Source: an optimization exercise on an open RTL-to-GDS flow (aim: a short achievable clock period and few clock cycles per item). Production flows keep margins and buffers that such runs may drop.
Function was checked by simulation only, so behaviour that the tests miss may differ from the original.
The flow treats the clock pin as an ideal source. Dropping or thinning the clock tree relies on that and would not hold on a real chip.
Power figures rest on the tool's default switching activity, not on a simulated workload.

== run 1 ==
// mem_issue_sched
module mem_issue_sched #(
  parameter int NLD = 4,
  parameter int NST = 4
) (
  input  logic        clock,
  input  logic        resetn,
  input  logic        alloc_valid,
  input  logic        alloc_store,
  input  logic [31:0] alloc_address,
  input  logic [31:0] alloc_data,
  input  logic [4:0]  alloc_dst,
  output logic        rs_lok,
  output logic        rs_sok,
  output logic        rs_free,
  output logic        mem_req,
  output logic        mem_we,
  output logic [31:0] mem_addr,
  output logic [31:0] mem_wdata,
  input  logic        mem_ack,
  input  logic [31:0] mem_rdata,
  output logic [63:0] out_databus,
  output logic        write_databus,
  output logic [4:0]  out_dst,
  output logic [31:0] out_dst_data,
  output logic        write_dst
);
For scale: roughly 820 flip-flops, roughly 280 I/O pins, ~32,000 µm² of cells after synthesis.
Settings: LEC_CHECK=0, ABC_CLOCK_PERIOD_IN_PS=1500, CAP_MARGIN=20, CORE_MARGIN=2, CORE_UTILIZATION=48, SETUP_SLACK_MARGIN=5, SLEW_MARGIN=20; clock period 6.5 ns.
standard.sh (not shown) runs the stock make flow with config.mk's settings and CLKGATE_MAP_FILE= SYNTH_SCRIPT=/design/flow/synth_recipe.tcl, a recipe that flattens the netlist after the stock synthesis.
==> flow/flow/run.sh <==
#!/bin/bash
# Standard ORFS layout, except that the clock tree is built by flow/pre_cts.tcl (a shallow,
# balanced two-level tree) instead of TritonCTS. make's output goes to standard.log; each ORFS
# step keeps its own log under orfs/logs.
set -euo pipefail
here=$(pwd)
bash standard.sh PRE_CTS_TCL="$here/flow/pre_cts.tcl" finish > "$here/standard.log" 2>&1
==> flow/flow/mvbuf.tcl <==
# Move each output port's buffer next to the flip-flop that drives it, so the flip-flop drives a
# short wire and the (stronger) buffer drives the long wire to the pin. Detailed placement
# legalises the moved buffers afterwards.
proc ob_move {} {
  set block [ord::get_db_block]
  set n 0
  foreach bt [$block getBTerms] {
    if {[$bt getIoType] ne "OUTPUT"} continue
    set net [$bt getNet]
    if {$net eq "NULL"} continue
    set drv ""
    foreach it [$net getITerms] { if {[$it isOutputSignal]} { set drv $it } }
    if {$drv eq ""} continue
    set buf [$drv getInst]
    set in ""
    foreach it [$buf getITerms] { if {[$it isInputSignal]} { set in $it } }
    if {$in eq ""} continue
    set n2 [$in getNet]
    if {$n2 eq "NULL" || [llength [$n2 getITerms]] != 2} continue
    set src ""
    foreach it [$n2 getITerms] { if {[$it isOutputSignal]} { set src $it } }
    if {$src eq ""} continue
    set ff [$src getInst]
    set loc [$ff getLocation]
    $buf setLocation [expr {[lindex $loc 0] + [[$ff getMaster] getWidth]}] [lindex $loc 1]
    incr n
  }
  puts "moved $n output buffers next to their drivers"
}
==> flow/flow/pre_cts.tcl <==
# Runs before ORFS's CTS step: builds a two-level clock tree by hand (clock port -> 4 root
# inverters -> leaf inverters of at most 26 flip-flops each; two inversions, so the flip-flops
# see the clock's own polarity), moves each output port's buffer next to the flip-flop driving
# it, and turns ORFS's calls to repair_clock_inverters and clock_tree_synthesis into no-ops (the
# first would clone the leaf inverters per flip-flop), so the rest of the step (legalisation,
# timing repair) runs as usual.
source [file join [file dirname [info script]] mktree.tcl]
source [file join [file dirname [info script]] mvbuf.tcl]
ct_build 26 4 sky130_fd_sc_hd__inv_16 sky130_fd_sc_hd__inv_16
ob_move
proc repair_clock_inverters {args} { puts "repair_clock_inverters skipped: manual clock tree built" }
proc clock_tree_synthesis {args} { puts "clock_tree_synthesis skipped: manual clock tree built" }
Other scripts of this flow, unchanged in this note and not shown: flow/flow/mktree.tcl
Testbench counts of run 1, summed over its fixed seeds: cycles 3,216, items 3,200.
#### Input delta (run 2 over run 1)
==> flow/flow/mvbuf.tcl <==
# Move each output port's flip-flop and buffer part of the way towards the port's pin, with the
# buffer right next to the flip-flop: the flip-flop drives a short wire, the (stronger) buffer the
# rest of the way to the pin, and the flip-flop's own input wire grows only by the distance moved.
# Detailed placement legalises the moved cells afterwards.
proc ob_move {frac} {
  set block [ord::get_db_block]
  set n 0
  foreach bt [$block getBTerms] {
    if {[$bt getIoType] ne "OUTPUT"} continue
    set net [$bt getNet]
    if {$net eq "NULL"} continue
    set drv ""
    foreach it [$net getITerms] { if {[$it isOutputSignal]} { set drv $it } }
    if {$drv eq ""} continue
    set buf [$drv getInst]
    set in ""
    foreach it [$buf getITerms] { if {[$it isInputSignal]} { set in $it } }
    if {$in eq ""} continue
    set n2 [$in getNet]
    if {$n2 eq "NULL" || [llength [$n2 getITerms]] != 2} continue
    set src ""
    foreach it [$n2 getITerms] { if {[$it isOutputSignal]} { set src $it } }
    if {$src eq ""} continue
    set ff [$src getInst]
    set bb [$bt getBBox]
    set px [expr {([$bb xMin] + [$bb xMax]) / 2}]
    set py [expr {([$bb yMin] + [$bb yMax]) / 2}]
    set loc [$ff getLocation]
    set fx [expr {int([lindex $loc 0] + $frac * ($px - [lindex $loc 0]))}]
    set fy [expr {int([lindex $loc 1] + $frac * ($py - [lindex $loc 1]))}]
    $ff setLocation $fx $fy
    $buf setLocation [expr {$fx + [[$ff getMaster] getWidth]}] $fy
    incr n
  }
  puts "moved $n output flip-flops and buffers"
}
==> flow/flow/pre_cts.tcl <==
# Runs before ORFS's CTS step: moves each output port's flip-flop three quarters of the way towards its pin with
# the port's buffer next to it; builds a two-level clock tree by hand (clock port -> 4 root
# inverters -> leaf inverters of at most 26 flip-flops each; two inversions, so the flip-flops
# see the clock's own polarity); and turns ORFS's calls to repair_clock_inverters and
# clock_tree_synthesis into no-ops (the first would clone the leaf inverters per flip-flop), so
# the rest of the step (legalisation, timing repair) runs as usual.
source [file join [file dirname [info script]] mktree.tcl]
source [file join [file dirname [info script]] mvbuf.tcl]
ob_move 0.75
ct_build 26 4 sky130_fd_sc_hd__inv_12 sky130_fd_sc_hd__inv_16
proc repair_clock_inverters {args} { puts "repair_clock_inverters skipped: manual clock tree built" }
proc clock_tree_synthesis {args} { puts "clock_tree_synthesis skipped: manual clock tree built" }
-- flow/config.mk --
<<< run 1, line 9
export CAP_MARGIN = 20
export CORE_MARGIN = 2
export CORE_UTILIZATION = 48
export SETUP_SLACK_MARGIN = 5
export SLEW_MARGIN = 20
>>> run 2, line 9
export CAP_MARGIN = 20
export CORE_MARGIN = 2
export CORE_UTILIZATION = 40
export SETUP_SLACK_MARGIN = 5
export SLEW_MARGIN = 20
Results
In run 2 relative to run 1, reported net switching power had gone down by a few percent. The fill cell total of the finished layout of run 2 is higher than that of run 1. Run 2 ended with more area growth from synthesis to layout than run 1. | post-CTS resize count | run 2 vs run 1 | ≈ equal |. Diff run 1 -> run 2: depth of the worst register-to-register path increased by 2 relative to the old numbers; total chip power fell about 1.3%.
Changes in run 3 relative to run 2:
==> flow/flow/pre_cts.tcl <==
# Runs before ORFS's CTS step: moves each output port's flip-flop half way towards its pin with
# the port's buffer next to it; builds a two-level clock tree by hand (clock port -> 4 root
# inverters -> leaf inverters of at most 24 flip-flops each; two inversions, so the flip-flops
# see the clock's own polarity); and turns ORFS's calls to repair_clock_inverters and
# clock_tree_synthesis into no-ops (the first would clone the leaf inverters per flip-flop), so
# the rest of the step (legalisation, timing repair) runs as usual.
source [file join [file dirname [info script]] mktree.tcl]
source [file join [file dirname [info script]] mvbuf.tcl]
ob_move 0.5
ct_build 24 4 sky130_fd_sc_hd__inv_16 sky130_fd_sc_hd__inv_16
proc repair_clock_inverters {args} { puts "repair_clock_inverters skipped: manual clock tree built" }
proc clock_tree_synthesis {args} { puts "clock_tree_synthesis skipped: manual clock tree built" }
Results
Cell internal power dissipation, run 2 and run 3: higher on run 3. Per the comparison of run 3 with run 2, sequential share of layout area down 0.35 points; fraction of the cycle the final worst path needs neither gained nor lost much. Run 3 did not stop at any stage, and its layout met the timing, DRC and antenna checks. Looking at the reports, run 2 completed the entire flow and the layout it produced met the timing, DRC and antenna checks. Re all-layer global routing usage: run 3 is 0.39 points down on run 2. The critical path class comes out register to primary output in one run and input port to register in the other, namely in run 3 and run 2 respectively. Summary: with run 2 as the reference, aggregate routed wire length in run 3 moved up slightly. Compared with run 2, final cell count in run 3 increased slightly. The end point of the critical path comes out mem_wdata[28] in one run and rp_q[7]$_SDFFE_PN0P_ in the other, namely in run 3 and run 2 respectively. Changes observed in run 3 relative to run 2: routed wire length per instance shows an increase of 0.30 µm; worst setup margin shows a reduction of 0.0088 ns.
> inputs changed (run 3 -> run 4)
==> flow/flow/mvbuf.tcl <==
# Move each output port's buffer next to the flip-flop that drives it, so the flip-flop drives a
# short wire and the (stronger) buffer drives the long wire to the pin. Detailed placement
# legalises the moved buffers afterwards.
proc ob_move {} {
  set block [ord::get_db_block]
  set n 0
  foreach bt [$block getBTerms] {
    if {[$bt getIoType] ne "OUTPUT"} continue
    set net [$bt getNet]
    if {$net eq "NULL"} continue
    set drv ""
    foreach it [$net getITerms] { if {[$it isOutputSignal]} { set drv $it } }
    if {$drv eq ""} continue
    set buf [$drv getInst]
    set in ""
    foreach it [$buf getITerms] { if {[$it isInputSignal]} { set in $it } }
    if {$in eq ""} continue
    set n2 [$in getNet]
    if {$n2 eq "NULL" || [llength [$n2 getITerms]] != 2} continue
    set src ""
    foreach it [$n2 getITerms] { if {[$it isOutputSignal]} { set src $it } }
    if {$src eq ""} continue
    set ff [$src getInst]
    set loc [$ff getLocation]
    $buf setLocation [expr {[lindex $loc 0] + [[$ff getMaster] getWidth]}] [lindex $loc 1]
    incr n
  }
  puts "moved $n output buffers next to their drivers"
}
==> flow/flow/pre_cts.tcl <==
# Runs before ORFS's CTS step: builds a two-level clock tree by hand (clock port -> 4 root
# inverters -> leaf inverters of at most 26 flip-flops each; two inversions, so the flip-flops
# see the clock's own polarity), moves each output port's buffer next to the flip-flop driving
# it, and turns ORFS's calls to repair_clock_inverters and clock_tree_synthesis into no-ops (the
# first would clone the leaf inverters per flip-flop), so the rest of the step (legalisation,
# timing repair) runs as usual.
source [file join [file dirname [info script]] mktree.tcl]
source [file join [file dirname [info script]] mvbuf.tcl]
ct_build 26 4 sky130_fd_sc_hd__inv_16 sky130_fd_sc_hd__inv_16
ob_move
proc repair_clock_inverters {args} { puts "repair_clock_inverters skipped: manual clock tree built" }
proc clock_tree_synthesis {args} { puts "clock_tree_synthesis skipped: manual clock tree built" }
-- flow/config.mk --
<<< run 3, line 10
export CORE_MARGIN = 2
export CORE_UTILIZATION = 40
export SETUP_SLACK_MARGIN = 5
export SLEW_MARGIN = 20
>>> run 4, line 10
export CORE_MARGIN = 2
export CORE_UTILIZATION = 40
export SETUP_SLACK_MARGIN = 4.5
export SLEW_MARGIN = 20
[summary]
- Run 4: flow completed, timing, DRC and antenna clean
- Run 3 went all the way through synthesis, placement and routing and the layout is clean on timing, DRC and antenna.
- Run 4 vs. run 3: number of cells on the worst reg-to-reg path went down by 1.
- Summary of run 4 over run 3: count of non-filler cells in the finished layout now sits lower; share of total power in combinational logic down 6.2 points; sequential cell count held; final worst slack decreased 0.037 ns.
- Comparing run 3 and run 4, the lower sequential share of layout area was measured on run 3.
- Run 4: routability congestion estimate from global placement lower than run 3
- Run 4 vs. run 3: fraction of met3 tracks used by global routing went down by 3.1 points.
No run of this note takes its clock network from TritonCTS; it comes from the design's own scripts or RTL.

what the ideal ports hide:
No port has a modelled driver above. Below, the same layouts with a new extraction and two added sets of constraints. Step 1 sets driving cells, clkbuf_16 on the clock port and buf_2 on the other inputs (assumed; they add their load-dependent delay and slew). Step 2 also shifts input and output timing later by t, the mid clock arrival at the registers, as if the neighbouring blocks saw the same clock. Slacks: ideal ports / drivers / drivers and shift; pairs: ideal ports / drivers.
| run | t, ns | setup WS [ns] | worst setup path at the end |
|---|---|---|---|
| run 1 | 0.483 | 4.497 / 3.725 / 3.242 | input to register |
| run 2 | 0.468 | 4.492 / 4.159 / 3.692 | input to register |
| run 3 | 0.495 | 4.484 / 4.167 / 3.672 | input to register |
| run 4 | 0.476 | 4.447 / 4.200 / 3.859 | input to register |
After both steps every run listed still meets setup and hold. For run 1, which loses most, drivers alone change the setup slack by -0.772 ns; drivers and shift together by -1.255 ns.
